This design comes from an exercise in tuning for small area, a short achievable clock period and few clock cycles per item on the open sky130 flow, not from production work.
In this exercise RTL edits were held to simulation tests only and were not proved equivalent to the original.
Power figures rest on the tool's default switching activity, not on a simulated workload.

==> design/flow/design.v <==
`timescale 1ns/1ps
`default_nettype none
module sdram_cache (
    input  wire                               ui_clk,
    input  wire                               arst_n,
    input  wire                               calib_done,
    input  wire [28-1:0] sd_addr,
    input  wire                               sd_cs,
    input  wire                               sd_l,
    input  wire                               sd_u,
    input  wire                               sd_we,
    input  wire [15:0]      sd_wr,
    input  wire                               sd_big_r,
    output wire  [15:0]                       sd_rd,     
    output wire  [47:0]                       sd_rd48,   
    output wire                               sd_ready,
    output wire  [28-1:0]  app_addr,
    output wire  [2:0]   app_cmd,
    output wire                               app_en,
    output wire  [16*8-1:0] app_wdf_data,
    output wire                               app_wdf_wren,
    input  wire                               app_rdy,
    input  wire                               app_wdf_rdy,
    input  wire [16*8-1:0] app_rd_data,
    input  wire                               app_rd_data_valid
);
    localparam int NE = 8;
    localparam int TW = 24;
    logic [TW-1:0]  tag  [NE];
    logic [127:0]   data [NE];
    logic [NE-1:0]  valid;       
    logic [NE-1:0]  pend;        
    logic [NE-1:0]  dirty;
    logic [NE-1:0]  ref_b;       
    logic [NE-1:0]  pfu;         
    logic           rdy_q;       
    logic           busy;        
    logic           pend_wr;     
    logic [TW-1:0]  r_tag;
    logic [3:0]     r_off;
    logic           r_we, r_l, r_u, r_big, r_needA, r_needB;
    logic [15:0]    r_wr;
    logic [NE-1:0]  selAg [4];
    logic [NE-1:0]  selBg [2];
    wire  [NE-1:0]  selA = selAg[0] | selAg[1] | selAg[2] | selAg[3];
    wire  [NE-1:0]  selB = selBg[0] | selBg[1];
    logic [NE-1:0]  q0, q1;
    logic [1:0]     qn;
    logic           en_q, rd_cmd_q, wren_q, wb_pend;
    logic [TW-1:0]  addr_q;
    logic [NE-1:0]  vict;        
    logic [15:0] wA, wB;
    logic [7:0]  wbyte [16];
    logic        cpu_wr;
    always_comb begin
        for (int p = 0; p < 16; p++) begin
            wA[p] = (r_l && (r_off == 4'(p))) ||
                    (r_u && (r_off != 4'd15) && (r_off + 4'd1 == 4'(p)));
            wB[p] = (p == 0) && r_u && (r_off == 4'd15);
            wbyte[p] = !cpu_wr ? app_rd_data[p*8 +: 8] :
                       (r_off == 4'(p)) ? r_wr[7:0] : r_wr[15:8];
        end
    end
    wire wr_inA = |wA;
    wire wr_inB = |wB;
    assign cpu_wr = pend_wr && (wr_inA || wr_inB);
    wire          accept = rdy_q && sd_cs;
    wire          rdbig  = sd_big_r & ~sd_we;
    wire [3:0]    off    = sd_addr[3:0];
    wire [TW-1:0] cA     = rdy_q ? sd_addr[27:4] : r_tag;   
    wire [TW-1:0] cB     = cA + 1'b1;    
    wire          needA  = busy ? r_needA :
                           (sd_l | (sd_u & (off != 4'd15)) | (rdbig & (off <= 4'd13)));
    wire          needB  = busy ? r_needB :
                           ((sd_u & (off == 4'd15)) | (rdbig & (off >= 4'd9)));
    wire          look   = accept || busy;
    wire [3:0]    aoff   = busy ? r_off : off;
    wire [3:0]    use_ag = {aoff >= 4'd5, aoff <= 4'd11 && aoff >= 4'd1, aoff <= 4'd7, aoff <= 4'd3};
    wire [1:0]    use_bg = {aoff >= 4'd13, aoff >= 4'd9};
    wire          fill_v   = app_rd_data_valid && (qn != 2'd0);
    wire [NE-1:0] fill_e   = fill_v ? q0 : '0;
    wire          fill_ok  = !(wren_q && ((q0 & selAg[0]) != '0)) && !cpu_wr;
    wire [NE-1:0] fill_now = fill_ok ? fill_e : '0;
    wire [NE-1:0] have     = valid | fill_now;
    logic [NE-1:0] mA, mB;
    always_comb begin
        for (int e = 0; e < NE; e++) begin
            logic [TW-1:0] d;
            d     = tag[e] ^ cA;
            mA[e] = (d == '0);
            mB[e] = d[0];
            for (int j = 0; j < TW-1; j++) mB[e] = mB[e] & (d[j+1] == (cA[j] & d[j]));
        end
    end
    wire [NE-1:0] hA = mA & have;
    wire [NE-1:0] hB = mB & have;
    wire          okA    = !needA || (|hA);
    wire          okB    = !needB || (|hB);
    wire          lostA  = needA && !(|hA) && !(|(mA & pend & ~fill_now));
    wire          lostB  = needB && !(|hB) && !(|(mB & pend & ~fill_now));
    wire          done   = look && okA && okB && !wren_q;
    wire          nextin = |(mB & (have | pend));    
    wire          pfhit  = needA && |(hA & pfu);    
    wire [NE-1:0] hits   = (needA ? hA : '0) | (needB ? hB : '0);
    wire [NE-1:0] touch  = look ? hits : '0;
    wire [NE-1:0] wr_e  = pend_wr ? (selA | selB) : '0;
    wire [NE-1:0] cbase = ~ref_b & ~pend & ~wr_e;
    wire [NE-1:0] cclean = cbase & ~(valid & dirty);
    function automatic [NE-1:0] first1(input [NE-1:0] v);
        first1 = '0;
        for (int e = NE-1; e >= 0; e--) if (v[e]) first1 = NE'(1) << e;
    endfunction
    wire [NE-1:0] c1 = first1(cbase);
    wire [NE-1:0] c2 = first1(cbase & ~c1);
    wire          c1_dirty = |(c1 & valid & dirty);
    wire          c2_dirty = |(c2 & valid & dirty);
    wire          c1_hit   = |(c1 & hits);
    wire [NE-1:0] dvict    = c1_hit ? c2 : c1;
    wire          dvict_dirty = c1_hit ? c2_dirty : c1_dirty;
    wire [NE-1:0] pvict    = first1(cclean);
    wire          port_free = !en_q && !wren_q && (qn != 2'd2);
    wire          pf_busy   = busy && needA && !lostA && !lostB && !(|hA) && !nextin;
    wire          d_issue   = look && (lostA || lostB || pf_busy) && port_free && (dvict != '0);
    wire          p_issue   = done && pfhit && !nextin && port_free &&
                              (pvict != '0) && !(|(pvict & (hA | hB)));
    wire          issue     = d_issue || p_issue;
    wire [NE-1:0] ivict     = d_issue ? dvict : pvict;
    wire [TW-1:0] itag      = lostA ? cA : cB;    
    wire [NE-1:0] touch_all = touch | (issue ? ivict : '0);
    wire          ref_full  = &(ref_b | pend | touch);
    always_ff @(posedge ui_clk or negedge arst_n) begin
        if (!arst_n) begin
            rdy_q   <= 1'b0;
            busy    <= 1'b0;
            pend_wr <= 1'b0;
            valid   <= '0;
            pend    <= '0;
            dirty   <= '0;
            ref_b   <= '0;
            pfu     <= '0;
            qn      <= '0;
            en_q    <= 1'b0;
            wren_q  <= 1'b0;
            wb_pend <= 1'b0;
        end else begin
            pend_wr <= 1'b0;
            if (!rdy_q && !busy && calib_done) rdy_q <= 1'b1;  
            ref_b <= ref_full ? touch_all : (ref_b | touch_all);
            if (look) begin
                if (done) begin
                    busy    <= 1'b0;
                    rdy_q   <= 1'b1;
                    pend_wr <= busy ? r_we : sd_we;
                end else begin
                    busy    <= 1'b1;
                    rdy_q   <= 1'b0;
                end
            end
            if (issue) begin
                en_q <= 1'b1;
                if (d_issue && dvict_dirty) begin
                    wren_q  <= 1'b1;
                    wb_pend <= 1'b1;
                end
            end else if (en_q && app_rdy) begin
                if (wb_pend) wb_pend <= 1'b0;
                else         en_q    <= 1'b0;
            end
            if (wren_q && app_wdf_rdy) wren_q <= 1'b0;
            case ({issue, fill_v})
                2'b10: qn <= qn + 2'd1;
                2'b01: qn <= qn - 2'd1;
                default: ;
            endcase
            for (int e = 0; e < NE; e++) begin
                if (issue && ivict[e]) begin
                    valid[e] <= 1'b0;
                    pend[e]  <= 1'b1;
                    pfu[e]   <= 1'b1;
                end else if (fill_e[e]) begin
                    valid[e] <= fill_ok;    
                    pend[e]  <= 1'b0;
                    dirty[e] <= 1'b0;
                end else begin
                    if (done && needA && hA[e]) pfu[e] <= 1'b0;
                    if (pend_wr && ((selA[e] && wr_inA) || (selB[e] && wr_inB))) dirty[e] <= 1'b1;
                end
            end
        end
    end
    logic [TW-1:0] vict_tag;
    always_comb begin
        vict_tag = '0;
        for (int e = 0; e < NE; e++) vict_tag = vict_tag | ({TW{vict[e]}} & tag[e]);
    end
    wire rd_taken = en_q && app_rdy && rd_cmd_q;
    always_ff @(posedge ui_clk) begin
        if (accept) begin
            r_tag   <= cA;
            r_off   <= off;
            r_we    <= sd_we;
            r_l     <= sd_l;
            r_u     <= sd_u;
            r_big   <= rdbig;
            r_wr    <= sd_wr;
            r_needA <= needA;
            r_needB <= needB;
        end
        if (done) begin
            for (int g = 0; g < 4; g++) selAg[g] <= use_ag[g] ? hA : '0;
            for (int g = 0; g < 2; g++) selBg[g] <= use_bg[g] ? hB : '0;
        end else if (d_issue && dvict_dirty) begin
            for (int g = 0; g < 4; g++) selAg[g] <= dvict;   
        end
        if (issue) begin
            if (qn == 2'd0 || (qn == 2'd1 && fill_v)) q0 <= ivict;
            else                                       q1 <= ivict;
        end
        if (fill_v && !(issue && qn == 2'd1)) q0 <= q1;
        if (fill_v && issue && qn == 2'd2) q1 <= ivict;
        if (issue) begin
            vict     <= ivict;
            addr_q   <= itag;
            rd_cmd_q <= 1'b1;
        end else if (rd_taken && wb_pend) begin
            addr_q   <= vict_tag;
            rd_cmd_q <= 1'b0;
        end
    end
    always_ff @(posedge ui_clk) begin
        for (int e = 0; e < NE; e++) begin
            if (rd_taken && vict[e]) tag[e] <= addr_q;
            for (int p = 0; p < 16; p++) begin
                if (fill_now[e] ||
                    (pend_wr && ((selAg[p/4][e] && wA[p]) || (selBg[0][e] && wB[p]))))
                    data[e][p*8 +: 8] <= wbyte[p];
            end
        end
    end
    logic [127:0] lineA;
    logic [55:0]  lineB;
    always_comb begin
        lineA = '0;
        lineB = '0;
        for (int e = 0; e < NE; e++) begin
            for (int g = 0; g < 4; g++)
                lineA[g*32 +: 32] = lineA[g*32 +: 32] | ({32{selAg[g][e]}} & data[e][g*32 +: 32]);
            lineB[31:0]  = lineB[31:0]  | ({32{selBg[0][e]}} & data[e][31:0]);
            lineB[55:32] = lineB[55:32] | ({24{selBg[1][e]}} & data[e][55:32]);
        end
    end
    wire [183:0] s0 = {lineB, lineA};
    wire [119:0] s1 = r_off[3] ? s0[183:64] : s0[119:0];
    wire [87:0]  s2 = r_off[2] ? s1[119:32] : s1[87:0];
    wire [71:0]  s3 = r_off[1] ? s2[87:16]  : s2[71:0];
    wire [63:0]  s4 = r_off[0] ? s3[71:8]   : s3[63:0];
    wire [7:0] lanes = {{6{r_big}}, r_u, r_l};
    logic [63:0] rd_out;
    always_comb begin
        for (int k = 0; k < 8; k++) rd_out[k*8 +: 8] = lanes[k] ? s4[k*8 +: 8] : 8'h00;
    end
    assign {sd_rd48, sd_rd} = rd_out;
    assign sd_ready     = rdy_q;
    assign app_en       = en_q;
    assign app_cmd      = {2'b00, rd_cmd_q};
    assign app_addr     = {1'b0, addr_q, 3'b000};
    assign app_wdf_wren = wren_q;
    assign app_wdf_data = lineA;
endmodule
`default_nettype wire
==> design/flow/flow/run.sh <==
#!/bin/bash
# The standard layout (the standard.sh, all ORFS steps unchanged), with two
# options passed to ORFS: every port still gets its own buffer, but a buf_2
# rather than the delay cell buffer_ports picks by default, and clock tree
# synthesis adds no dummy loads.
set -euo pipefail
export BUFFER_PORTS_ARGS="-buffer_cell sky130_fd_sc_hd__buf_2"
export CTS_ARGS="-sink_clustering_enable -repair_clock_nets -dont_use_dummy_load"
bash standard.sh > standard.log 2>&1
==> design/flow/standard.sh <==
#!/bin/bash
# synth_recipe.tcl (not shown) runs the flow's synth.tcl, then flattens the netlist and writes it again
# the make line also repeats each setting of config.mk as NAME=value (left out here)
make -C /OpenROAD-flow-scripts/flow DESIGN_CONFIG=/design/flow/config.mk WORK_HOME=/design/flow/orfs CLKGATE_MAP_FILE= SYNTH_SCRIPT=/design/flow/synth_recipe.tcl "${@:-finish}"
==> design/flow/config.mk <==
export PLATFORM = sky130hd
export DESIGN_NAME = sdram_cache
export DESIGN_NICKNAME = sdram_cache
export VERILOG_FILES = /design/flow/design.v
export SDC_FILE = /design/flow/constraint.sdc
export NUM_CORES = 4
export LEC_CHECK = 0
export CAP_MARGIN = 20
export CORE_MARGIN = 2
export CORE_UTILIZATION = 40
export PLACE_DENSITY = 0.55
export SETUP_SLACK_MARGIN = 4
export SLEW_MARGIN = 20
export TNS_END_PERCENT = 30
==> design/flow/constraint.sdc <==
create_clock -name core_clock -period 10.0 [get_ports {ui_clk}]
set_input_delay 2.0000 -clock core_clock [delete_from_list [all_inputs] [get_ports {ui_clk}]]
set_output_delay 2.0000 -clock core_clock [all_outputs]
set_load 0.01 [all_outputs]
==> impl_metrics.py, run 1 <==
metrics = {
    "run_status": {
        "status": "no timing/DRC/antenna violations",
    },
    "yosys": {
        "synthesis.instances": 5639,
        "synthFlopType": "edfxtp_1",
        "ys_types": 88,
        "ys_warn_count": 6,
        "synth_xor_area_share_pct": 2.86,
        "synth_compound_area_share_pct": 16.1,
        "synthArstFlopShare_pct": 3.40,
        "synth-seq-cells": 1411,
        "syn_area_mm2": 0.0693,
        "avgSynthCellArea_um2": 12.3,
        "synthMuxAreaShare_pct": 3.78,
        "synth.top_cell.area_share_pct": 59.0,
        "yosys-top-cells-count": "edfxtp_1, a22oi_1, nand2_1",
        "synth_edf_count": 1362,
        "ys_top_cells_by_area": "edfxtp_1, a22oi_1, ha_1",
        "seq_area_frac_synth_pct": 60.8,
        "synth_top_area_cell": "edfxtp_1",
        "yosysMostFrequentCell": "edfxtp_1",
        "synth_top_family_by_area": "compound AO/OA/AOI/OAI gates",
        "synth-simple-area-share_pct": 9.29,
        "synthAdderAreaFrac_pct": 3.43,
    },
    "clocking": {
        "clock_path_buffers": 3,
        "cts_tree": "done",
        "holdBufCountCts": 0,
        "cts.sinks": 1411,
        "cts_buffers": 155,
        "cts-root-buf": "clkbuf_16",
        "clk_pin_slew_ns": 0.06,
        "insertion_delay_ns": 0.83,
        "htreeDepth": 4,
    },
    "route": {
        "finalWirelength_um": 318000,
        "wl_per_cell_um": 37.5,
        "dr_wl_met2_um": 141000,
        "top_layer_used": "met5",
        "first_iter_violations": 8983,
        "vias": 56300,
        "vias_per_cell": 6.63,
        "wl_met3_um": 36400,
        "drc": 0,
        "dr.pass1.iters": 9,
        "ant_nets": 0,
        "m1WireLength_um": 119000,
    },
    "pwr": {
        "ir_worst_vdd_mv": 0.521,
        "pwr_density_cell_mw_per_mm2": 332,
        "power.leakage_nw": 28.5,
    },
    "grt": {
        "grt_pass1_vias": 52900,
        "grt_max_degree": 199,
        "grt_overflow": 0,
        "grt_usage_pct": 35.1,
        "antenna_found_initial": 19,
        "grt_pass1_wl_um": 430000,
    },
    "finish": {
        "drive_above_1_share_pct": 18.4,
        "multi_input_area_mm2": 0.0253,
        "register_area_mm2": 0.0421,
        "syn2layout_area_growth_pct": 16.1,
        "fillers": 15700,
        "nets": 6536,
        "final_core_util_pct": 46.8,
    },
    "timing": {
        "finClkSkew_ns": 0.0894,
        "final-max-slew-violation-count": 0,
        "relSlewSlack_pct": 11.1,
        "period_needed_ns": 6.17,
        "max_slew.worst_pin.slew_ns": 1.33,
        "clock.fmax_ghz": 0.162,
        "fin_tns_setup_ns": 0,
        "rsz0062_at_grt": "yes",
        "hold_viol_final": 0,
        "setup_viol": 0,
        "period_share_pct": 61.7,
    },
    "placed_design": {
        "dpl.hpwl_um": 219000,
        "place_congestion": 1.04,
        "portBuffers": 402,
    },
    "min_path": {
        "worstHoldStart": "rd_cmd_q$_SDFFE_PN1P_",
        "hold_class": "reg -> reg",
        "hold_depth": 2,
        "hold_path_end": "rd_cmd_q$_SDFFE_PN1P_",
    },
    "setup_path": {
        "cp_cell_sequence": "clkbuf_8, a22oi_1, nand4_1, mux2i_1, o21ai_0, a2bb2oi_1, o21ai_0, nor3_1, buf_2",
        "cp-start-kind": "register",
        "cpPeakStageDelay_ns": 0.61,
        "setup.worst_path.class": "reg -> out",
        "critPathMaxFanout": 34,
        "cpMaxStageDelayCell": "nand4_1",
        "arrival_ns": 4.17,
        "rrSetupSlack_ns": 4.05,
        "timing.rr.start": "rdy_q$_DFFE_PN0P_",
        "worst_setup_path_end_kind": "output pin",
        "r2r_cells": 17,
        "crit_top_cell": "o21ai_0",
        "r2r_end": "addr_q[2]$_DFFE_PP_",
        "required_ns": 8.00,
    },
    "die": {
        "start_util_pct": 40.3,
        "io_pins": 409,
        "core_mm2": 0.172,
        "die_w_um": 420,
        "die_area_mm2": 0.177,
        "fp.dieH_um": 420,
        "rows": 152,
    },
    "flow_run": {
        "drv_cap": 0,
    },
}
registers in the layout, summed over array words and instances, names as in the netlist, 16 cells and up:
name,count
tag,192
r_tag,24
r_wr,16
selAg,32
addr_q,24
data,1024
selBg,16
critical path, delay by kind of cell, from the launching register on:
kind / cells / cell delay [ns]
AO/OA/AOI/OAI: 4 / 1.17
AND/OR/NAND/NOR: 2 / 0.71
multiplexers: 1 / 0.60
buffers and inverters: 2 / 0.46
flip-flops: 1 / 0.38
final cells by class:
class                      instances  area share (%)
antenna                           17          0.0529
timing repair buffer             760            6.38
tap                             2310            3.59
clock buffer                     155            4.82
sequential                      1411            52.4
inverter                         265            1.28
multi-input combinational       3570            31.5
where the power goes:
part           leakage (nW)  total (mW)  switching (mW)  internal (mW)
Combinational          13.4        12.2            8.62           3.60
Sequential             13.1        9.62           0.830           8.79
Clock                  1.91        4.87            2.17           2.70
Total                  28.5        26.7            11.6           15.1
metrics by stage:
stage	hold WS, ns	total power [mW]	worst slack, ns	instances	area (um2)
detailed placement	0.464	20.9	2.25	8207	74600
finish	0.465	26.7	3.83	8488	80400
global route	0.523	27.4	3.85	8474	80400
floorplan	0.431	15.6	3.93	5644	69300
CTS	0.473	26.2	3.89	8450	79900
global placement	0.443	20.8	2.33	8206	74600
placed cells by master (no fill, tap or decap), types with 21 or more instances in the layout:
cell	instances
a21oi_1	87
a221oi_1	128
a22o_1	72
a22oi_1	696
a31oi_1	33
and2_1	46
and3_1	21
and4_1	38
buf_2	402
buf_4	308
clkbuf_16	155
dfrtp_1	46
edfxtp_1	1362
ha_1	189
inv_1	248
mux2_2	62
mux2i_1	172
nand2_1	427
nand3_1	75
nand4_1	199
nor2_1	234
nor3_1	44
nor4_1	77
o21ai_0	357
o21ai_1	54
xnor2_1	195
xor2_1	27
kinds of logic after synthesis:
| family | after synthesis |
|---|---|
| fa+ha+maj | 190 |
| xor+xnor | 226 |
| mux | 252 |
| other cells | 1 |
| buf+inv | 663 |
| flops | 1411 |
| simple gates | 1293 |
| compound gates | 1603 |
worst max path at each step:
stage | start | endpoint | slack, ns | cells after the start
6_report | selAg[2][3]$_DFFE_PP_ | sd_rd[2] | 3.83 | 9
5_1_grt | selAg[2][0]$_DFFE_PP_ | sd_rd48[8] | 3.85 | 12
4_1_cts | selAg[3][1]$_DFFE_PP_ | sd_rd[6] | 3.89 | 10
3_5_place_dp | sd_addr[7] | addr_q[20]$_DFFE_PP_ | 2.25 | 16
3_3_place_gp | sd_addr[7] | addr_q[19]$_DFFE_PP_ | 2.33 | 16
2_1_floorplan | sd_addr[7] | q1[0]$_DFFE_PP_ | 3.93 | 17
timing repair:
item,CTS,global route
resized for setup,95,68
pin swaps,23,19
buffers inserted,85,17
setup endpoints to repair,257,186
gates cloned,3,0
routing by layer:
layer	global-route usage [%]	up-vias
li1	-	23000
met1	45.5	28300
met3	8.98	864
met4	20.1	6
met2	53.5	4062
met5	0	-
Testbench counts, summed over its fixed seeds: cycles 31,795, requests 16,000.
==> run 2: changes to the inputs <==
--- a/design/flow/config.mk
+++ b/design/flow/config.mk
@@ -9,6 +9,5 @@
 export CORE_MARGIN = 2
-export CORE_UTILIZATION = 40
-export PLACE_DENSITY = 0.55
+export CORE_UTILIZATION = 55
+export PLACE_DENSITY = 0.7
 export SETUP_SLACK_MARGIN = 4
 export SLEW_MARGIN = 20
-export TNS_END_PERCENT = 30
==> run 2 against run 1 <==
Still clean on timing, DRC and antenna. Wire length fell by 6.5%. Count of clock-buffer cells in the layout fell by 10. Die area fell by 27%. Non-clock buffer count fell by 27. Sequential cell count did not move. Critical path depth rose by 3. Via count rose by 0.88%. Final cell count fell by 8.2%. Sequential share of layout area rose by 0.78 points. Critical path type unchanged.
==> impl_metrics.py, run 2 <==
metrics = {
    "finish": {
        "fillers": 9631,
        "largestRegisters": "data (1024), tag (192), selAg (32)",
        "largest_register_ffs": 1024,
        "drive_above_1_share_pct": 18.3,
        "fin_cells": 7791,
        "final_core_util_pct": 63.3,
        "final_cell_mix": "edfxtp_1, a22oi_1, nand2_1",
        "register_area_mm2": 0.0421,
        "regMostFlops": "data",
        "finalInstanceArea_mm2": 0.0793,
        "multi_input_area_mm2": 0.0256,
        "syn2layout_area_growth_pct": 14.4,
        "final_common_cell": "edfxtp_1",
        "nets": 6499,
    },
    "die": {
        "rows": 130,
        "start_util_pct": 55.3,
        "die_w_um": 359,
        "fp.dieH_um": 359,
        "die_area_mm2": 0.129,
        "core_mm2": 0.125,
        "io_pins": 409,
    },
    "grt": {
        "grt_usage_pct": 45.0,
        "grt_pass1_wl_um": 407000,
        "grt_max_degree": 108,
        "antenna_found_initial": 17,
        "grt_overflow": 0,
        "grt_pass1_vias": 52900,
    },
    "setup_path": {
        "cpMaxStageDelayCell": "nor2_1",
        "critPathMaxFanout": 35,
        "cp_cell_sequence": "buf_4, a22o_1, a221oi_1, a31oi_4, nor2_1, a221oi_1, inv_1, a21oi_1, nand2_1, o21ai_0, and2_1, buf_2",
        "worst_setup_path_end_kind": "output pin",
        "arrival_ns": 4.14,
        "cpLargestDelayFamily": "compound AO/OA/AOI/OAI gates",
        "required_ns": 8.00,
        "crit_top_cell": "a221oi_1",
        "setup.worst_path.class": "reg -> out",
        "cpPeakStageDelay_ns": 0.60,
        "cp-start-kind": "register",
        "crit_buf_inv": 3,
    },
    "timing": {
        "period_share_pct": 61.4,
        "final-max-slew-violation-count": 0,
        "clock.fmax_ghz": 0.163,
        "relSlewSlack_pct": 14.7,
        "rsz0062_at_grt": "yes",
        "finalWorstSetupSlack_ns": 3.86,
        "fin_tns_setup_ns": 0,
        "period_needed_ns": 6.14,
        "hold_viol_final": 0,
        "max_slew.worst_pin.slew_ns": 1.27,
        "setup_viol": 0,
        "hold_ws_ns": 0.468,
        "finClkSkew_ns": 0.0932,
    },
    "clocking": {
        "htreeDepth": 4,
        "cts.sinks": 1411,
        "insertion_delay_ns": 0.82,
        "cts_buffers": 145,
        "clk_pin_slew_ns": 0.06,
        "cts_tree": "done",
        "cts-root-buf": "clkbuf_16",
        "clock_path_buffers": 3,
    },
    "run_status": {
        "status": "no timing/DRC/antenna violations",
    },
    "yosys": {
        "seq_area_frac_synth_pct": 60.8,
        "ys_warn_count": 6,
        "synth_edf_count": 1362,
        "synthArstFlopShare_pct": 3.40,
        "synth_top_area_cell": "edfxtp_1",
        "synthesis.instances": 5639,
        "synth.top_cell.area_share_pct": 59.0,
        "yosysMostFrequentCell": "edfxtp_1",
        "ys_top_cells_by_area": "edfxtp_1, a22oi_1, ha_1",
        "ys_types": 88,
        "synth-seq-cells": 1411,
        "synthFlopType": "edfxtp_1",
        "avgSynthCellArea_um2": 12.3,
        "yosys-top-cells-count": "edfxtp_1, a22oi_1, nand2_1",
        "syn_area_mm2": 0.0693,
    },
    "pwr": {
        "p_total_mw": 26.3,
        "power.leakage_nw": 28.1,
        "pwr_density_cell_mw_per_mm2": 332,
        "ir_worst_vdd_mv": 0.458,
    },
    "placed_design": {
        "portBuffers": 402,
        "dpl.hpwl_um": 204000,
        "dpl_cell_area_mm2": 0.0736,
        "dp_cells": 7516,
        "place_ws_ns": 2.31,
        "place_congestion": 1.09,
    },
    "route": {
        "ant_nets": 0,
        "vias": 56800,
        "wl_per_cell_um": 38.2,
        "drc": 0,
        "finalWirelength_um": 298000,
        "dr.pass1.iters": 7,
        "first_iter_violations": 10500,
        "vias_per_cell": 7.29,
    },
    "flow_run": {
        "drv_cap": 0,
    },
    "min_path": {
        "hold_class": "reg -> reg",
    },
}
run 2: changes by cell type in the layout (fill, tap and decap cells not counted), sizes merged:
cell	change
clkbuf	-16
clkinv	-1
clkinvlp	+3
bufbuf	-3
inv	-2
buf	-18
run 2: power by group:
part           switching (mW)  total [mW]  internal, mW
logic                    8.40        12.0          3.56
registers               0.960        9.77          8.80
clock network            2.09        4.62          2.53
total                    11.4        26.3          14.9
run 2: worst paths after layout:
kind	start	endpoint	slack (ns)	depth (start not counted)
hold reg to reg	rd_cmd_q$_SDFFE_PN1P_	rd_cmd_q$_SDFFE_PN1P_	0.47	2
min in group asynchronous	arst_n	qn[1]$_DFFE_PN0P_	1.31	2
setup reg to reg	rdy_q$_DFFE_PN0P_	q0[7]$_DFFE_PP_	4.20	19
hold / removal	rd_cmd_q$_SDFFE_PN1P_	rd_cmd_q$_SDFFE_PN1P_	0.47	2
setup / recovery	selBg[0][5]$_SDFFCE_PN0N_	sd_rd48[31]	3.86	12
max in group asynchronous	arst_n	rdy_q$_DFFE_PN0P_	8.16	2
run 2: final cells by class:
| type | instances | share of cell area, % |
|---|---|---|
| flip-flops and latches | 1411 | 53.1 |
| multi-input cells | 3570 | 32.2 |
| repair buffers | 733 | 6.07 |
| clock buffers | 145 | 4.58 |
| well taps | 1650 | 2.60 |
| inverters | 265 | 1.32 |
| diodes | 17 | 0.0537 |
run 2: metal layers:
layer | vias to the layer above | GRT usage, % | share of wire [%]
met3 | 1038 | 18.5 | 16
met1 | 27600 | 56.4 | 34
li1 | 22900 | - | -
met5 | - | 0 | 0.096
met2 | 5153 | 65.1 | 42
met4 | 18 | 27.6 | 7.6
run 2: timing repair:
action	CTS	global route
buffers inserted	78	34
pin swaps	18	27
cloned	0	0
resized for setup	90	100
hold buffers	0	0
endpoints found under the setup margin	262	198
run 2: cells by family (layout without fill, tap and decap cells):
kind of cell | after synthesis | count (layout) | synth area share (%)
adders and majority gates | 190 | 190 | 3.43
muxes | 252 | 252 | 3.78
other | 1 | 23 | 0.00541
DFF | 1411 | 1411 | 60.8
xor gates and xnor gates | 226 | 226 | 2.86
and+or+nand+nor | 1293 | 1293 | 9.29
buffers and inverters | 663 | 1143 | 3.73
AOI/OAI and AO/OA | 1603 | 1603 | 16.1
run 2: worst min-delay path, stage by stage (launching register included):
cell and delay, ns:
dfxtp_1 0.32, nand2_1 0.06, nand2_1 0.05
==> run 3: changes to the inputs <==
--- a/design/flow/design.v
+++ b/design/flow/design.v
@@ -46,3 +46,3 @@
     wire  [NE-1:0]  selB = selBg[0] | selBg[1];
-    logic [NE-1:0]  q0, q1;
+    logic [NE-1:0]  q0, q1, q2;
     logic [1:0]     qn;
@@ -120,3 +120,3 @@
     wire [NE-1:0] pvict    = first1(cclean);
-    wire          port_free = !en_q && !wren_q && (qn != 2'd2);
+    wire          port_free = !en_q && !wren_q && (qn != 2'd3);
     wire          pf_busy   = busy && needA && !lostA && !lostB && !(|hA) && !nextin;
@@ -184,3 +184,3 @@
                 end else begin
-                    if (done && needA && hA[e]) pfu[e] <= 1'b0;
+                    if (done && needA && hA[e] && (p_issue || nextin)) pfu[e] <= 1'b0;
                     if (pend_wr && ((selA[e] && wr_inA) || (selB[e] && wr_inB))) dirty[e] <= 1'b1;
@@ -215,7 +215,10 @@
         if (issue) begin
-            if (qn == 2'd0 || (qn == 2'd1 && fill_v)) q0 <= ivict;
-            else                                       q1 <= ivict;
+            case (qn - (fill_v ? 2'd1 : 2'd0))
+                2'd0:    q0 <= ivict;
+                2'd1:    q1 <= ivict;
+                default: q2 <= ivict;
+            endcase
         end
         if (fill_v && !(issue && qn == 2'd1)) q0 <= q1;
-        if (fill_v && issue && qn == 2'd2) q1 <= ivict;
+        if (fill_v && !(issue && qn == 2'd2)) q1 <= q2;
         if (issue) begin
--- a/design/flow/config.mk
+++ b/design/flow/config.mk
@@ -9,5 +9,5 @@
 export CORE_MARGIN = 2
-export CORE_UTILIZATION = 55
-export PLACE_DENSITY = 0.7
-export SETUP_SLACK_MARGIN = 4
+export CORE_UTILIZATION = 40
+export PLACE_DENSITY = 0.55
+export SETUP_SLACK_MARGIN = 5
 export SLEW_MARGIN = 20
==> run 3 against run 2 <==
Non-clock buffer count grew 429. Clock skew shrank 0.020 ns. Clock power grew 5.8%. Final cell count grew 14%. Die area grew 37%. Sequential power shrank 1%. Critical endpoint is now sd_rd48[13]. Largest power group unchanged.
==> impl_metrics.py, run 3 <==
metrics = {
    "setup_path": {
        "rrSetupSlack_ns": 4.70,
        "crit_top_cell": "nor2_1",
        "required_ns": 8.00,
        "arrival_ns": 3.61,
        "cpPeakStageDelay_ns": 0.53,
        "cp-start-kind": "register",
        "cpMaxStageDelayCell": "o21ai_0",
        "cp_cell_sequence": "buf_4, buf_12, a22oi_1, nand4_1, o21ai_0, mux2i_1, mux2i_1, nor2_1, nor2_1, nor2_1, buf_2",
        "cpLargestDelayFamily": "compound AO/OA/AOI/OAI gates",
        "worst_setup_path_end_kind": "output pin",
        "setup.worst_path.class": "reg -> out",
        "critPathMaxFanout": 18,
        "r2r_cells": 18,
        "path_depth": 11,
        "crit_buf_inv": 3,
    },
    "grt": {
        "grt_max_degree": 129,
        "grt_pass1_vias": 54800,
        "grt_pass1_wl_um": 445000,
        "grt_usage_pct": 36.5,
        "antenna_found_initial": 26,
        "grt_overflow": 0,
    },
    "clocking": {
        "cts_buffers": 154,
        "clk_pin_slew_ns": 0.05,
        "insertion_delay_ns": 0.83,
        "htreeDepth": 4,
        "cts-root-buf": "clkbuf_16",
        "clock_path_buffers": 3,
        "cts_tree": "done",
        "cts.sinks": 1419,
    },
    "timing": {
        "final-max-slew-violation-count": 0,
        "period_needed_ns": 5.61,
        "period_share_pct": 56.1,
        "clock.fmax_ghz": 0.178,
        "hold_viol_final": 0,
        "setup_viol": 0,
        "max_slew.worst_pin.slew_ns": 1.26,
        "rsz0062_at_grt": "yes",
        "relSlewSlack_pct": 14.9,
        "finClkSkew_ns": 0.0737,
        "hold_ws_ns": 0.485,
        "fin_tns_setup_ns": 0,
    },
    "die": {
        "rows": 152,
        "core_mm2": 0.172,
        "io_pins": 409,
        "fp.dieH_um": 420,
        "start_util_pct": 40.3,
        "die_w_um": 420,
        "die_area_mm2": 0.177,
    },
    "route": {
        "vias": 59200,
        "drc": 0,
        "dr.pass1.iters": 13,
        "wl_per_cell_um": 38.1,
        "vias_per_cell": 6.66,
        "first_iter_violations": 9745,
        "finalWirelength_um": 338000,
        "ant_nets": 0,
    },
    "finish": {
        "regMostFlops": "data",
        "nets": 6933,
        "largestRegisters": "data (1024), tag (192), selAg (32)",
        "fin_cells": 8888,
        "drive_above_1_share_pct": 31.8,
        "syn2layout_area_growth_pct": 29.9,
        "fillers": 14700,
        "final_cell_mix": "edfxtp_1, a22oi_1, buf_4",
        "final_common_cell": "edfxtp_1",
        "largest_register_ffs": 1024,
        "register_area_mm2": 0.0424,
        "multi_input_area_mm2": 0.0294,
    },
    "yosys": {
        "synthFlopType": "edfxtp_1",
        "synthArstFlopShare_pct": 3.38,
        "avgSynthCellArea_um2": 12.4,
        "synth-seq-cells": 1419,
        "syn_area_mm2": 0.0693,
        "seq_area_frac_synth_pct": 61.1,
        "ys_warn_count": 6,
        "synthesis.instances": 5606,
        "synth.top_cell.area_share_pct": 59.3,
        "ys_types": 95,
        "synth_edf_count": 1370,
        "synth_top_area_cell": "edfxtp_1",
        "yosys-top-cells-count": "edfxtp_1, a22oi_1, nand2_1",
        "ys_top_cells_by_area": "edfxtp_1, a22oi_1, ha_1",
        "yosysMostFrequentCell": "edfxtp_1",
    },
    "placed_design": {
        "portBuffers": 402,
        "dpl.hpwl_um": 215000,
        "place_congestion": 1.01,
        "dp_cells": 8194,
    },
    "pwr": {
        "p_total_mw": 30.6,
        "ir_worst_vdd_mv": 0.259,
        "power.leakage_nw": 32.5,
        "pwr_density_cell_mw_per_mm2": 340,
    },
    "run_status": {
        "status": "no timing/DRC/antenna violations",
    },
    "flow_run": {
        "drv_cap": 0,
    },
    "min_path": {
        "hold_class": "reg -> reg",
        "hold_depth": 2,
    },
}
run 3: cell count changes after synthesis, moves of 14 or more:
cell,change
a211oi_1,+24
and2_1,-26
clkbuf_1,-28
mux2_2,-14
nand2_1,-45
nor2_1,+110
nor4_1,-38
o211a_1,-15
o21ai_0,-30
xnor2_1,-57
xor2_1,+49
run 3: area by class of cell:
class	instances	area share (%)
tap	2310	3.21
timing repair buffer	1162	11.5
inverter	265	1.23
clock buffer	154	4.28
multi-input combinational	3554	32.6
sequential	1419	47.0
timing repair inverter	2	0.00972
antenna	22	0.0611
run 3: kinds of logic (layout without fill, tap and decap cells):
logic type	after synthesis	count (layout)	synth area share (%)
AO/OA/AOI/OAI	1581	1582	15.9
flip-flops	1419	1419	61.1
AND/OR/NAND/NOR	1290	1298	9.10
multiplexers	243	249	3.71
buffers and inverters	653	1583	3.68
other	1	28	0.00541
XOR/XNOR	226	226	3.01
adder cells (fa/ha/maj)	193	193	3.48
run 3: path summary, 6_finish.rpt:
check,end,from
setup reg to reg,ref_b[4]$_DFF_PN0_,rdy_q$_DFFE_PN0P_
max in group asynchronous,pend_wr$_DFF_PN0_,arst_n
setup / recovery,sd_rd48[13],selAg[1][1]$_DFFE_PP_
hold / removal,pfu[7]$_DFFE_PN0P_,pfu[7]$_DFFE_PN0P_
min in group asynchronous,pfu[4]$_DFFE_PN0P_,arst_n
hold reg to reg,pfu[7]$_DFFE_PN0P_,pfu[7]$_DFFE_PN0P_
run 3: report_power, final:
group | total [mW] | internal, mW | switching, mW
Combinational | 16.1 | 5.94 | 10.1
Sequential | 9.66 | 8.79 | 0.868
Clock | 4.89 | 2.69 | 2.20
Total | 30.6 | 17.4 | 13.2
run 3: layer usage:
layer / vias up / routed length [um] / track usage (%)
met2: 4797 / 145000 / 53.4
met3: 1015 / 45900 / 11.6
met5: - / 96 / 0
met1: 29500 / 123000 / 46.9
met4: 14 / 24900 / 22.5
li1: 23800 / - / -
run 3: worst reg2reg max path, delay by kind of cell, from the launching register on:
kind	cells	cell delay, ns
buffers and inverters	6	1.32
xor gates and xnor gates	1	0.16
muxes	1	0.45
AOI/OAI and AO/OA	5	1.24
and+or+nand+nor	4	1.32
adders and majority gates	1	0.33
DFF	1	0.36
run 3: stage by stage:
stage | area, um2 | utilization [%] | setup slack, ns
after CTS | 86800 | 50.5 | 4.58
final | 90100 | 52.4 | 4.39
after global routing | 90000 | 52.4 | 4.37
after global placement | 75300 | 43.8 | 2.77
after detailed placement | 75300 | 43.8 | 2.61
after floorplan | 69900 | - | 4.29
run 3: what timing repair did:
action | in CTS | in global routing
hold buffers | 0 | 0
gates resized for setup | 885 | 323
setup buffers | 309 | 145
setup endpoints to repair | 312 | 291
pin swaps | 211 | 190
gates cloned | 44 | 16
Testbench counts of run 3, summed over its fixed seeds: cycles 31,195, requests 16,000.
==> run 4: changes to the inputs <==
--- a/design/flow/config.mk
+++ b/design/flow/config.mk
@@ -9,5 +9,5 @@
 export CORE_MARGIN = 2
-export CORE_UTILIZATION = 40
-export PLACE_DENSITY = 0.55
-export SETUP_SLACK_MARGIN = 5
+export CORE_UTILIZATION = 50
+export PLACE_DENSITY = 0.65
+export SETUP_SLACK_MARGIN = 4.5
 export SLEW_MARGIN = 20
==> run 4 against run 3 <==
Still clean on timing, DRC and antenna. Sequential power is essentially flat. Register-to-register slack lost 0.05 ns. Via count is 1.8% lower. Combinational power fell by 16%. Setup slack lost 0.070 ns. Non-clock buffer count down 319. Critical path depth grew 3. Final cell count shrank 9.7%. Clock skew increased by 0.0068 ns. Utilization rose by 8.0 points. Total power shrank 8.8%. Critical endpoint is now sd_rd48[36]. Largest cell class unchanged. Largest power group unchanged.
==> impl_metrics.py, run 4 <==
metrics = {
    "yosys": {
        "synth-seq-cells": 1419,
        "syn_area_mm2": 0.0693,
        "synthesis.instances": 5606,
        "synth_edf_count": 1370,
        "synthArstFlopShare_pct": 3.38,
        "synth-simple-area-share_pct": 9.10,
        "ys_types": 95,
        "synthFlopType": "edfxtp_1",
        "synthAdderAreaFrac_pct": 3.48,
        "synth_top_family_by_area": "compound AO/OA/AOI/OAI gates",
        "synth.top_cell.area_share_pct": 59.3,
        "synthMuxAreaShare_pct": 3.71,
        "ys_warn_count": 6,
        "yosys-top-cells-count": "edfxtp_1, a22oi_1, nand2_1",
        "yosysMostFrequentCell": "edfxtp_1",
        "synth_xor_area_share_pct": 3.01,
        "seq_area_frac_synth_pct": 61.1,
        "synth_compound_area_share_pct": 15.9,
        "ys_top_cells_by_area": "edfxtp_1, a22oi_1, ha_1",
        "avgSynthCellArea_um2": 12.4,
        "synth_top_area_cell": "edfxtp_1",
    },
    "finish": {
        "fin_cells": 8025,
        "final_core_util_pct": 60.3,
        "largestRegisters": "data (1024), tag (192), selAg (32)",
        "regMostFlops": "data",
        "syn2layout_area_growth_pct": 19.6,
        "drive_above_1_share_pct": 23.0,
        "final_common_cell": "edfxtp_1",
        "nets": 6597,
        "finalInstanceArea_mm2": 0.0830,
        "largest_register_ffs": 1024,
        "final_cell_mix": "edfxtp_1, a22oi_1, buf_2",
    },
    "setup_path": {
        "arrival_ns": 3.68,
        "required_ns": 8.00,
        "cp-start-kind": "register",
        "setup.worst_path.class": "reg -> out",
        "r2r_cells": 19,
        "critPathMaxFanout": 12,
        "worst_setup_path_end_kind": "output pin",
    },
    "pwr": {
        "p_total_mw": 27.9,
        "p_sw_mw": 12.1,
        "ir_worst_vdd_mv": 0.274,
        "power_frac_comb_pct": 48.5,
        "internal_power_mw": 15.8,
        "clockPowerShare_pct": 16.9,
        "switching_share_pct": 43.5,
        "pwr_density_cell_mw_per_mm2": 336,
        "power.leakage_nw": 29.7,
        "seqPwrFrac_pct": 34.6,
    },
    "route": {
        "dr.pass1.iters": 12,
        "drc": 0,
        "first_iter_violations": 11800,
        "wl_per_cell_um": 38.8,
        "dr_wl_met2_um": 126000,
        "ant_nets": 0,
        "top_layer_used": "met5",
        "vias": 58100,
        "m1WireLength_um": 110000,
        "wl_met3_um": 53000,
        "vias_per_cell": 7.23,
        "finalWirelength_um": 312000,
    },
    "timing": {
        "hold_viol_final": 0,
        "clock.fmax_ghz": 0.176,
        "setup_viol": 0,
        "finClkSkew_ns": 0.0805,
        "max_slew.worst_pin.slew_ns": 1.34,
        "final-max-slew-violation-count": 0,
        "period_share_pct": 56.8,
        "rsz0062_at_grt": "yes",
        "period_needed_ns": 5.68,
        "fin_tns_setup_ns": 0,
        "relSlewSlack_pct": 10.3,
    },
    "placed_design": {
        "dp_cells": 7630,
        "dpl.hpwl_um": 203000,
        "place_congestion": 1.06,
        "portBuffers": 402,
        "dpl_cell_area_mm2": 0.0743,
    },
    "grt": {
        "grt_pass1_vias": 52500,
        "grt_usage_pct": 41.3,
        "antenna_found_initial": 16,
        "grt_pass1_wl_um": 408000,
        "grt_max_degree": 91,
        "grt_overflow": 0,
    },
    "die": {
        "core_mm2": 0.137,
        "die_area_mm2": 0.142,
        "io_pins": 409,
        "fp.dieH_um": 376,
        "start_util_pct": 50.4,
        "die_w_um": 376,
        "rows": 136,
    },
    "flow_run": {
        "drv_cap": 0,
    },
    "clocking": {
        "holdBufCountCts": 0,
        "clock_path_buffers": 3,
        "insertion_delay_ns": 0.83,
        "cts-root-buf": "clkbuf_16",
        "htreeDepth": 4,
        "cts_tree": "done",
        "cts.sinks": 1419,
        "clk_pin_slew_ns": 0.06,
        "cts_buffers": 148,
    },
    "min_path": {
        "hold_class": "reg -> reg",
        "hold_depth": 2,
    },
    "run_status": {
        "status": "no timing/DRC/antenna violations",
    },
}
run 4: cell counts after synthesis:
No cell type changed its count.
run 4: final cells by class:
type	count	area, um2
clock buffer	148	3700
tap	1794	2240
timing repair inverter	1	6.26
sequential	1419	42400
multi-input combinational	3544	26900
timing repair buffer	843	6700
inverter	265	1060
fill	10900	54500
antenna	11	27.5
run 4: power by group through the flow:
| stage | sequential (mW) | combinational, mW | clock, mW |
|---|---|---|---|
| finish | 9.66 | 13.5 | 4.72 |
| CTS | 9.61 | 11.8 | 4.70 |
| global placement | 9.65 | 10.9 | 0 |
| detailed placement | 9.71 | 11.0 | 0 |
| floorplan | 9.39 | 6.30 | 0 |
| global route | 9.77 | 13.8 | 4.91 |
run 4: cells by family after synthesis:
kind of cell,count (synthesis)
and+or+nand+nor,1290
buffers and inverters,653
other,1
AOI/OAI and AO/OA,1581
adders and majority gates,193
muxes,243
xor gates and xnor gates,226
DFF,1419
run 4: worst max-delay path: stages (launching register included):
cell	delay, ns
edfxtp_1	0.42
buf_12	0.19
buf_4	0.12
a22oi_1	0.07
nand4_1	0.15
buf_6	0.21
nor2_2	0.07
a31oi_4	0.35
nor2_2	0.06
a221oi_2	0.19
inv_1	0.11
a21oi_2	0.21
nor2_1	0.08
a211oi_2	0.43
buf_2	0.22
run 4: worst paths after layout:
check	from	to	slack, ns
max	selAg[2][5]$_DFFE_PP_	sd_rd48[36]	4.32
min	rd_cmd_q$_SDFFE_PN1P_	rd_cmd_q$_SDFFE_PN1P_	0.46
max reg2reg	rdy_q$_DFFE_PN0P_	q1[2]$_DFFE_PP_	4.65
min reg2reg	rd_cmd_q$_SDFFE_PN1P_	rd_cmd_q$_SDFFE_PN1P_	0.46
max in group asynchronous	arst_n	rdy_q$_DFFE_PN0P_	8.05
min in group asynchronous	arst_n	dirty[2]$_DFFE_PN0P_	1.36
run 4: timing repair:
item | in CTS | in global routing
cloned | 8 | 29
buffers inserted | 80 | 116
pin swaps | 51 | 77
endpoints found under the setup margin | 303 | 231
resized for setup | 265 | 275
run 4: metal layers:
| metal | GRT usage [%] | vias to the layer above |
|---|---|---|
| li1 | - | 23100 |
| met1 | 54.9 | 28300 |
| met2 | 56.9 | 5438 |
| met3 | 16.9 | 1182 |
| met4 | 23.6 | 26 |
| met5 | 1.13 | - |
run 4: metrics by stage:
step,hold slack [ns],setup slack [ns]
6_report,0.463,4.32
5_1_grt,0.500,4.38
4_1_cts,0.468,4.31
3_5_place_dp,0.453,2.27
3_3_place_gp,0.451,2.33
2_1_floorplan,0.431,4.29
==> run 5: changes to the inputs <==
--- a/design/flow/config.mk
+++ b/design/flow/config.mk
@@ -9,4 +9,4 @@
 export CORE_MARGIN = 2
-export CORE_UTILIZATION = 50
-export PLACE_DENSITY = 0.65
+export CORE_UTILIZATION = 55
+export PLACE_DENSITY = 0.7
 export SETUP_SLACK_MARGIN = 4.5
==> run 5 against run 4 <==
Still clean on timing, DRC and antenna. Sequential power about the same. Die area shrank 9.0%. Critical path depth is 3 lower.
==> impl_metrics.py, run 5 <==
metrics = {
    "run_status": {
        "status": "no timing/DRC/antenna violations",
    },
    "timing": {
        "hold_ws_ns": 0.463,
        "final-max-slew-violation-count": 0,
        "relSlewSlack_pct": 14.4,
        "rsz0062_at_grt": "yes",
        "clock.fmax_ghz": 0.178,
        "hold_viol_final": 0,
        "fin_tns_setup_ns": 0,
        "max_slew.worst_pin.slew_ns": 1.28,
        "finClkSkew_ns": 0.0888,
        "period_share_pct": 56.2,
        "period_needed_ns": 5.62,
        "setup_viol": 0,
    },
    "grt": {
        "grt_pass1_vias": 53100,
        "grt_overflow": 0,
        "gr-max-usage-layer": "met2",
        "antenna_found_initial": 18,
        "grt_max_degree": 77,
        "grtUsageMet2_pct": 62.0,
        "grt_pass1_wl_um": 406000,
        "gr-usage-met3_pct": 19.3,
        "grt_usage_pct": 44.6,
        "met1_usage_pct": 58.1,
    },
    "route": {
        "vias_per_cell": 7.38,
        "ant_nets": 0,
        "finalWirelength_um": 301000,
        "vias": 58100,
        "dr.pass1.iters": 11,
        "first_iter_violations": 11800,
        "wl_per_cell_um": 38.2,
        "drc": 0,
    },
    "finish": {
        "final_common_cell": "edfxtp_1",
        "syn2layout_area_growth_pct": 18.6,
        "regMostFlops": "data",
        "final_core_util_pct": 65.6,
        "largest_register_ffs": 1024,
        "largestRegisters": "data (1024), tag (192), selAg (32)",
        "fillers": 9272,
        "drive_above_1_share_pct": 22.4,
        "nets": 6586,
        "final_cell_mix": "edfxtp_1, a22oi_1, buf_2",
    },
    "setup_path": {
        "required_ns": 8.00,
        "setup.worst_path.class": "reg -> out",
        "crit_start": "selAg[2][7]$_DFFE_PP_",
        "cp-start-kind": "register",
        "rrSetupSlack_ns": 4.60,
        "arrival_ns": 3.62,
        "r2r_cells": 17,
        "worst_setup_path_end_kind": "output pin",
        "r2r_end": "dirty[1]$_DFFE_PN0P_",
        "critPathMaxFanout": 14,
        "timing.rr.start": "rdy_q$_DFFE_PN0P_",
    },
    "min_path": {
        "worstHoldStart": "rd_cmd_q$_SDFFE_PN1P_",
        "hold_depth": 2,
        "hold_class": "reg -> reg",
        "hold_path_end": "rd_cmd_q$_SDFFE_PN1P_",
    },
    "pwr": {
        "internal_power_mw": 15.6,
        "pwr_density_cell_mw_per_mm2": 336,
        "p_total_mw": 27.6,
        "clockPowerShare_pct": 16.9,
        "ir_worst_vdd_mv": 0.271,
        "p_sw_mw": 12.0,
        "power.leakage_nw": 29.5,
        "seqPwrFrac_pct": 35.0,
        "power_frac_comb_pct": 48.1,
        "switching_share_pct": 43.4,
    },
    "die": {
        "core_mm2": 0.125,
        "rows": 130,
        "io_pins": 409,
        "die_w_um": 359,
        "fp.dieH_um": 359,
        "die_area_mm2": 0.129,
        "start_util_pct": 55.3,
    },
    "placed_design": {
        "place_congestion": 1.06,
        "dpl.hpwl_um": 198000,
        "portBuffers": 402,
    },
    "yosys": {
        "yosysMostFrequentCell": "edfxtp_1",
        "synth-seq-cells": 1419,
        "synth_edf_count": 1370,
        "ys_top_cells_by_area": "edfxtp_1, a22oi_1, ha_1",
        "ys_warn_count": 6,
        "yosys-top-cells-count": "edfxtp_1, a22oi_1, nand2_1",
        "ys_types": 95,
        "avgSynthCellArea_um2": 12.4,
        "synth.top_cell.area_share_pct": 59.3,
        "seq_area_frac_synth_pct": 61.1,
        "synthArstFlopShare_pct": 3.38,
        "synth_top_area_cell": "edfxtp_1",
        "synthFlopType": "edfxtp_1",
        "synthesis.instances": 5606,
        "syn_area_mm2": 0.0693,
    },
    "clocking": {
        "cts.sinks": 1419,
        "cts-root-buf": "clkbuf_16",
        "cts_tree": "done",
        "clock_path_buffers": 3,
        "insertion_delay_ns": 0.80,
        "holdBufCountCts": 0,
        "cts_buffers": 147,
        "htreeDepth": 4,
        "clk_pin_slew_ns": 0.06,
    },
    "flow_run": {
        "drv_cap": 0,
    },
}
## run 5: power groups by stage
stage                     Combinational [mW]  Sequential, mW  Clock [mW]
final                                   13.3            9.67        4.67
after global routing                    13.5            9.77        4.87
after CTS                               11.9            9.62        4.66
after detailed placement                10.9            9.72           0
after global placement                  10.8            9.67           0
after floorplan                         6.30            9.39           0
## run 5: worst max-delay path by stage
stage	cells past startpoint	endpoint
2_1_floorplan	17	q0[0]$_DFFE_PP_
3_3_place_gp	16	addr_q[10]$_DFFE_PP_
3_5_place_dp	16	addr_q[10]$_DFFE_PP_
4_1_cts	13	sd_rd48[33]
5_1_grt	14	sd_rd48[36]
6_report	11	sd_rd48[37]
## run 5: critical path: stages (launching register included)
cell and delay, ns:
edfxtp_1 0.41, buf_4 0.16, buf_12 0.17, a22oi_1 0.09, nand4_1 0.12, buf_6 0.22, nor2_1 0.09, a31oi_1 0.54
mux2_4 0.29, o21ai_1 0.12, a211oi_1 0.40, buf_2 0.20
## run 5: final cells by class
cell class | instances | area, um2 | area share [%]
sequential | 1419 | 42400 | 51.5
timing repair buffer | 832 | 6290 | 7.65
timing repair inverter | 1 | 6.26 | 0.00761
inverter | 265 | 1060 | 1.29
multi-input combinational | 3545 | 26700 | 32.5
tap | 1650 | 2060 | 2.51
antenna | 17 | 42.5 | 0.0517
clock buffer | 147 | 3680 | 4.47
## run 5: metal layers
layer  vias up  wire (um)
met2      5721     123000
li1      23100          -
met4        30      21600
met3      1160      51600
met1     28100     104000
met5         -        465
## run 5: what timing repair did
action | CTS | global route
cloned | 10 | 14
gates resized for setup | 281 | 188
pin swaps | 58 | 47
endpoints found under the setup margin | 301 | 241
setup buffers | 133 | 77
## run 5: cells by family (layout without fill, tap and decap cells)
family	after synthesis	in the layout	synth area share, %
DFF	1419	1419	61.1
other	1	23	0.00541
xor gates and xnor gates	226	226	3.01
adders and majority gates	193	193	3.48
buffers and inverters	653	1245	3.68
and+or+nand+nor	1290	1292	9.10
AOI/OAI and AO/OA	1581	1583	15.9
muxes	243	245	3.71
## run 5: per-stage QoR
step           cells  setup slack, ns  instance area (um2)
2_1_floorplan   5611             4.29                70000
3_3_place_gp    7473             2.85                74000
3_5_place_dp    7474             2.72                74000
4_1_cts         7764             4.37                80500
5_1_grt         7860             4.42                82200
6_report        7876             4.38                82200
==> run 6: changes to the inputs <==
--- a/design/flow/config.mk
+++ b/design/flow/config.mk
@@ -7,7 +7,7 @@
 export LEC_CHECK = 0
-export CAP_MARGIN = 20
+export CAP_MARGIN = 10
 export CORE_MARGIN = 2
-export CORE_UTILIZATION = 55
-export PLACE_DENSITY = 0.7
+export CORE_UTILIZATION = 50
+export PLACE_DENSITY = 0.65
 export SETUP_SLACK_MARGIN = 4.5
-export SLEW_MARGIN = 20
+export SLEW_MARGIN = 10
==> run 6 against run 5 <==
Final cell count grew 1.6%. Total power shrank 0.27%. Non-clock buffer count shrank 17. Global-route usage shrank 3.1 points. Clock skew shrank 0.011 ns. First-iteration DRC count shrank 6.9%. Sequential power is essentially flat. Area after synthesis is the same. Sequential cell count is the same. Wire length grew 1.6%. Worst hold slack gained 0.012 ns. Fmax shrank 0.14%. Highest routed layer unchanged.
==> impl_metrics.py, run 6 <==
metrics = {
    "finish": {
        "fin_cells": 8002,
        "final_common_cell": "edfxtp_1",
        "syn2layout_area_growth_pct": 19.0,
        "finalInstanceArea_mm2": 0.0825,
        "regMostFlops": "data",
        "final_core_util_pct": 60.0,
        "drive_above_1_share_pct": 22.4,
        "final_cell_mix": "edfxtp_1, a22oi_1, buf_2",
        "nets": 6568,
        "largestRegisters": "data (1024), tag (192), selAg (32)",
        "largest_register_ffs": 1024,
    },
    "placed_design": {
        "portBuffers": 402,
        "place_congestion": 1.06,
        "dpl_cell_area_mm2": 0.0743,
        "dpl.hpwl_um": 203000,
        "place_ws_ns": 2.22,
        "dp_cells": 7630,
    },
    "yosys": {
        "ys_top_cells_by_area": "edfxtp_1, a22oi_1, ha_1",
        "synth_compound_area_share_pct": 15.9,
        "synth.top_cell.area_share_pct": 59.3,
        "synth-seq-cells": 1419,
        "yosys-top-cells-count": "edfxtp_1, a22oi_1, nand2_1",
        "seq_area_frac_synth_pct": 61.1,
        "ys_types": 95,
        "avgSynthCellArea_um2": 12.4,
        "synth_top_family_by_area": "compound AO/OA/AOI/OAI gates",
        "synthAdderAreaFrac_pct": 3.48,
        "synth-simple-area-share_pct": 9.10,
        "synthMuxAreaShare_pct": 3.71,
        "synth_edf_count": 1370,
        "yosysMostFrequentCell": "edfxtp_1",
        "synthFlopType": "edfxtp_1",
        "ys_warn_count": 6,
        "syn_area_mm2": 0.0693,
        "synth_top_area_cell": "edfxtp_1",
        "synthArstFlopShare_pct": 3.38,
        "synth_xor_area_share_pct": 3.01,
        "synthesis.instances": 5606,
    },
    "grt": {
        "grt_usage_pct": 41.6,
        "antenna_found_initial": 20,
        "grt_pass1_vias": 52600,
        "grt_pass1_wl_um": 410000,
        "grt_max_degree": 91,
        "grt_overflow": 0,
    },
    "timing": {
        "finClkSkew_ns": 0.0777,
        "period_share_pct": 56.3,
        "relSlewSlack_pct": 13.2,
        "final-max-slew-violation-count": 0,
        "hold_viol_final": 0,
        "finalWorstSetupSlack_ns": 4.37,
        "hold_ws_ns": 0.475,
        "fin_tns_setup_ns": 0,
        "max_slew.worst_pin.slew_ns": 1.30,
        "setup_viol": 0,
        "clock.fmax_ghz": 0.178,
        "rsz0062_at_grt": "yes",
        "period_needed_ns": 5.63,
    },
    "setup_path": {
        "timing.rr.start": "rdy_q$_DFFE_PN0P_",
        "required_ns": 8.00,
        "rrSetupSlack_ns": 4.67,
        "cp_cell_sequence": "buf_12, a22oi_1, nand4_1, o21ai_0, mux2i_1, mux2_2, nor2_1, a211oi_4, buf_2",
        "r2r_end": "q1[4]$_DFFE_PP_",
        "cp-start-kind": "register",
        "crit_end": "sd_rd48[29]",
        "worst_setup_path_end_kind": "output pin",
        "arrival_ns": 3.63,
        "r2r_cells": 20,
        "cpMaxStageDelayCell": "o21ai_0",
        "cpPeakStageDelay_ns": 0.65,
        "crit_start": "selAg[1][3]$_DFFE_PP_",
        "critPathMaxFanout": 34,
        "setup.worst_path.class": "reg -> out",
    },
    "die": {
        "die_area_mm2": 0.142,
        "rows": 136,
        "io_pins": 409,
        "start_util_pct": 50.4,
        "core_mm2": 0.137,
        "die_w_um": 376,
        "fp.dieH_um": 376,
    },
    "route": {
        "dr.pass1.iters": 10,
        "ant_nets": 0,
        "finalWirelength_um": 306000,
        "vias_per_cell": 7.20,
        "vias": 57600,
        "drc": 0,
        "wl_per_cell_um": 38.2,
        "first_iter_violations": 11000,
    },
    "clocking": {
        "cts_buffers": 149,
        "clock_path_buffers": 3,
        "insertion_delay_ns": 0.80,
        "htreeDepth": 4,
        "cts.sinks": 1419,
        "clk_pin_slew_ns": 0.05,
        "cts-root-buf": "clkbuf_16",
        "cts_tree": "done",
        "holdBufCountCts": 0,
    },
    "flow_run": {
        "drv_cap": 0,
    },
    "min_path": {
        "hold_depth": 2,
        "hold_class": "reg -> reg",
    },
    "run_status": {
        "status": "no timing/DRC/antenna violations",
    },
    "pwr": {
        "ir_worst_vdd_mv": 0.241,
        "pwr_density_cell_mw_per_mm2": 334,
        "p_total_mw": 27.6,
        "power.leakage_nw": 29.4,
    },
}
run 6: how the worst min path moves through the flow:
stage | start | end | slack (ns)
detailed placement | rd_cmd_q$_SDFFE_PN1P_ | rd_cmd_q$_SDFFE_PN1P_ | 0.45
finish | rd_cmd_q$_SDFFE_PN1P_ | rd_cmd_q$_SDFFE_PN1P_ | 0.48
CTS | rd_cmd_q$_SDFFE_PN1P_ | rd_cmd_q$_SDFFE_PN1P_ | 0.48
global placement | rd_cmd_q$_SDFFE_PN1P_ | rd_cmd_q$_SDFFE_PN1P_ | 0.45
floorplan | rd_cmd_q$_SDFFE_PN1P_ | rd_cmd_q$_SDFFE_PN1P_ | 0.43
global route | rd_cmd_q$_SDFFE_PN1P_ | rd_cmd_q$_SDFFE_PN1P_ | 0.51
run 6: final cells by class:
type / instances / area (um2)
Timing Repair Buffer: 815 / 6270
Sequential cell: 1419 / 42400
Fill cell: 11000 / 55000
Multi-Input combinational cell: 3541 / 26800
Tap cell: 1794 / 2240
Clock buffer: 149 / 3730
Inverter: 265 / 1070
Timing Repair inverter: 2 / 12.5
Antenna cell: 17 / 42.5
run 6: cells by family after synthesis:
group                      count (synthesis)
AOI/OAI and AO/OA                       1581
xor gates and xnor gates                 226
adders and majority gates                193
buffers and inverters                    653
DFF                                     1419
muxes                                    243
other                                      1
and+or+nand+nor                         1290
run 6: critical path, delay by kind of cell, from the launching register on:
| kind | cells | cell delay [ns] |
|---|---|---|
| and+or+nand+nor | 2 | 0.44 |
| DFF | 1 | 0.43 |
| muxes | 2 | 0.56 |
| AOI/OAI and AO/OA | 3 | 0.98 |
| buffers and inverters | 2 | 0.41 |
run 6: power breakdown:
group | internal, mW | total [mW] | switching, mW
clock | 2.60 | 4.72 | 2.12
combinational | 4.22 | 13.2 | 8.96
sequential | 8.81 | 9.65 | 0.842
run 6: routing by layer:
metal	routed length (um)	global-route usage, %	vias up
li1	-	-	23100
met1	110000	55.5	28300
met2	125000	57.7	5250
met3	49900	16.8	986
met4	20500	22.5	14
met5	172	0.480	-
run 6: what timing repair did:
item / 4_1_cts / 5_1_grt
gates resized for setup: 294 / 228
pin swaps: 65 / 80
buffers inserted: 97 / 87
setup endpoints to repair: 304 / 223
gates cloned: 11 / 11

port drivers added, routing unchanged:
In the flow no input, the clock included, has a driving cell. The finished layouts below were timed again as built, in two steps.
Step 1 (the two cells are an assumption about what drives the block):
set clk [get_ports {ui_clk}]
set_driving_cell -lib_cell sky130_fd_sc_hd__clkbuf_16 $clk
set_driving_cell -lib_cell sky130_fd_sc_hd__buf_2 [delete_from_list [all_inputs] $clk]
Step 2 times the ports against the registers' clock, not the clock port: input delays grow and output delays shrink by t, the midpoint of the rising clock arrivals with the driver on.
Slacks: no drivers / after step 1 / after step 2; pairs: no drivers / after step 1.
run | t, ns | slack for setup (ns) | latest minus earliest clock arrival (ns)
run 1 | 0.882 | 3.831 / 3.735 / 3.183 | 0.094 / 0.094
run 2 | 0.857 | 3.856 / 3.775 / 3.193 | 0.094 / 0.094
run 3 | 0.889 | 4.395 / 4.304 / 3.676 | 0.078 / 0.078
run 4 | 0.860 | 4.325 / 4.247 / 3.697 | 0.098 / 0.099
run 5 | 0.842 | 4.380 / 4.296 / 3.651 | 0.089 / 0.089
run 6 | 0.837 | 4.372 / 4.296 / 3.701 | 0.079 / 0.078
After both steps setup and hold are still met in every run listed. For run 5, which loses most, drivers alone change the setup slack by -0.084 ns; drivers and shift together by -0.729 ns.
